Context: an optimization exercise on an open-source flow, tuned for small area and few clock cycles. The choices shown serve that exercise and are no tape-out recipe. Where RTL was checked, it was by simulation tests only, not by an equivalence proof against the original. No activity file was given, so power comes from the tool's default toggle rates.

== run F ==
Design cpu_top, start of the top module:
module cpu_top (
  input  logic        clk,
  input  logic        rst_n,
  output logic [15:0] inst_addr,
  input  logic [15:0] inst,
  output logic [15:0] dmem_addr,
  output logic [15:0] dmem_wdata,
  output logic        dmem_rd,
  output logic        dmem_wr,
  input  logic [15:0] dmem_rdata,
  output logic [15:0] pc,
  output logic        hlt
);
Size: ~100 I/O pins.
==> flow/config.mk <==
export PLATFORM = sky130hd
export DESIGN_NAME = cpu_top
export DESIGN_NICKNAME = cpu_top
export VERILOG_FILES = /design/flow/design.v
export SDC_FILE = /design/flow/constraint.sdc
export NUM_CORES = 4
export LEC_CHECK = 0
export CAP_MARGIN = 20
export CORE_MARGIN = 2
export CORE_UTILIZATION = 65
export PLACE_DENSITY = 0.72
export SLEW_MARGIN = 20
==> flow/constraint.sdc <==
create_clock -name core_clock -period 10.0 [get_ports {clk}]
set_input_delay 2.0000 -clock core_clock [delete_from_list [all_inputs] [get_ports {clk}]]
set_output_delay 2.0000 -clock core_clock [all_outputs]
set_load 0.01 [all_outputs]
standard.sh (not shown) runs the stock make flow with config.mk's settings and CLKGATE_MAP_FILE= SYNTH_SCRIPT=/design/flow/synth_recipe.tcl, a recipe that flattens the netlist after the stock synthesis.
==> flow/flow/run.sh <==
#!/bin/bash
# Standard ORFS layout with smaller port buffers and a leaner clock tree.
set -euo pipefail
bash standard.sh \
  BUFFER_PORTS_ARGS="-buffer_cell sky130_fd_sc_hd__buf_1" \
  CTS_ARGS="-sink_clustering_enable -repair_clock_nets -dont_use_dummy_load -buf_list sky130_fd_sc_hd__clkbuf_8 -sink_clustering_size 16 -sink_clustering_max_diameter 60" \
  finish > make_finish.log 2>&1
Testbench counts of run F, summed over its fixed seeds: cycles 27,393.
Setup changes, run F to run E
- PLACE_DENSITY: 0.72 -> unset
- CORE_UTILIZATION: 65 -> 55
--- outcome ---
- Diff run F..run E | final number of max-transition violations | unchanged
- Changes observed in run E relative to run F: combinational fraction of design power went up 0.2 points, clock network fraction of design power went down 0.2 points.
- Summary of run E over run F: final standard cell count with taps included and fillers excluded moved up; shortest period the worst path allows shows an increase of 0.084 ns; smallest setup slack after layout went down; final worst-path cycle share saw an increase.


Another version of the RTL of cpu_top (not shown whole).
Size: roughly 290 flip-flops, ~18000 um^2 of cells after synthesis.
export LEC_CHECK = 0
export CAP_MARGIN = 20
export CORE_MARGIN = 2
export CORE_UTILIZATION = 40
export CTS_BUF_LIST = sky130_fd_sc_hd__clkbuf_8
export CTS_CLUSTER_SIZE = 30
export SLEW_MARGIN = 20
create_clock -name core_clock -period 10.0 [get_ports {clk}]
run.sh (not shown) runs the stock make flow with config.mk's settings and CLKGATE_MAP_FILE= SYNTH_SCRIPT=/design/flow/synth_recipe.tcl, a recipe that flattens the netlist after the stock synthesis.
Stock flow here: none of the scripts above is used.
The first run ran to the end with no violations.
Then changed:
--- a/flow/config.mk
+++ b/flow/config.mk
@@ -9,5 +9,5 @@
 export CORE_MARGIN = 2
 export CORE_UTILIZATION = 40
-export CTS_BUF_LIST = sky130_fd_sc_hd__clkbuf_8
-export CTS_CLUSTER_SIZE = 30
+export CTS_BUF_LIST = sky130_fd_sc_hd__clkbuf_4 sky130_fd_sc_hd__clkbuf_8
+export CTS_CLUSTER_SIZE = 20
 export SLEW_MARGIN = 20
Result:
- hold slack degrades by 4.5 ps
- count of clock-buffer cells in the layout climbs by 10
- worst setup slack improves by 37 ps
- final cell count is about the same
- maximum frequency climbs by 0.41%
Function was not checked in any run of this note: the RTL went through the layout flow alone.


Another version of the RTL of cpu_top (not shown whole).
For scale: roughly 1700 cells after synthesis, roughly 290 flip-flops, roughly 100 I/O pins, about 18000 um2 of cells after synthesis.
Settings: LEC_CHECK=0, CAP_MARGIN=20, CORE_MARGIN=2, CORE_UTILIZATION=55, SLEW_MARGIN=20; clock period 10.0 ns.
standard.sh (not shown) runs the stock make flow with config.mk's settings and CLKGATE_MAP_FILE= SYNTH_SCRIPT=/design/flow/synth_recipe.tcl, a recipe that flattens the netlist after the stock synthesis.
==> flow/flow/run.sh <==
#!/bin/bash
# Standard ORFS layout with smaller port buffers and a leaner clock tree.
set -euo pipefail
bash standard.sh \
  BUFFER_PORTS_ARGS="-buffer_cell sky130_fd_sc_hd__buf_1" \
  CTS_ARGS="-sink_clustering_enable -repair_clock_nets -dont_use_dummy_load -buf_list sky130_fd_sc_hd__clkbuf_16 -sink_clustering_size 25 -sink_clustering_max_diameter 80" \
  finish > make_finish.log 2>&1
The starting point ran to the end with no violations.
Testbench counts at the start, summed over its fixed seeds: cycles 27,393.
Next try:
==> flow/run.sh (new file) <==
#!/bin/bash
# synth_recipe.tcl (not shown) runs the flow's synth.tcl, then flattens the netlist and writes it again
# the make line also repeats each setting of config.mk as NAME=value (left out here)
make -C /OpenROAD-flow-scripts/flow DESIGN_CONFIG=/design/flow/config.mk WORK_HOME=/design/flow/orfs CLKGATE_MAP_FILE= SYNTH_SCRIPT=/design/flow/synth_recipe.tcl finish
--- a/flow/config.mk
+++ b/flow/config.mk
@@ -8,4 +8,4 @@
 export CAP_MARGIN = 20
 export CORE_MARGIN = 2
-export CORE_UTILIZATION = 55
+export CORE_UTILIZATION = 40
 export SLEW_MARGIN = 20
removed: flow/flow/run.sh
removed: flow/standard.sh
Outcome:
- The changed run ran to the end with no violations
- worst setup slack degrades by 46 ps
- maximum frequency went down slightly
- global-route usage went down by 9.5 points
- final area went up by a little under a tenth
- total power went up by about a fifth
- wire length went up by roughly a tenth
- core utilization went down by 13 points
- sequential share of layout area went down by 3.6 points

==> separate check: timing with driven ports <==
Ports are ideal in the flow. The routed layouts listed here were re-timed in OpenROAD. Step 1 (the two cells are an assumption about what drives the block):
set clk [get_ports {clk}]
set_driving_cell -lib_cell sky130_fd_sc_hd__clkbuf_16 $clk
set_driving_cell -lib_cell sky130_fd_sc_hd__buf_2 [delete_from_list [all_inputs] $clk]
Step 2 adds t to the input delays and takes it off the output delays; t is the mean of the earliest and latest rising clock arrival at the registers after step 1. Input paths then give back, and output paths get back, about the clock's delay inside the block. Three values: ideal ports, drivers, drivers and shift; two values: the first two.
run | t, ns | slack for setup (ns) | worst register clock-pin slew, ns | worst slew at a driven data input, ns | pins driven straight from the clock port
run F | 0.623 | 0.648 / 0.599 / 0.724 | 0.10 / 0.10 | 0.06 | 1
run E | 0.625 | 0.564 / 0.511 / 0.826 | 0.10 / 0.10 | 0.07 | 1
the first run of note 2 | 0.696 | 0.903 / 0.853 / 0.853 | 0.07 / 0.07 | 0.04 | 1
the second run of note 2 | 0.696 | 0.940 / 0.889 / 0.870 | 0.07 / 0.07 | 0.04 | 1
the first run of note 3 | 0.581 | 0.390 / 0.332 / 0.757 | 0.10 / 0.10 | 0.04 | 1
the second run of note 3 | 0.615 | 0.344 / 0.287 / 0.902 | 0.06 / 0.06 | 0.07 | 1
After both steps every run listed still meets setup and hold. For the second run of note 2, which loses most, drivers alone change the setup slack by -0.051 ns; drivers and shift together by -0.070 ns.
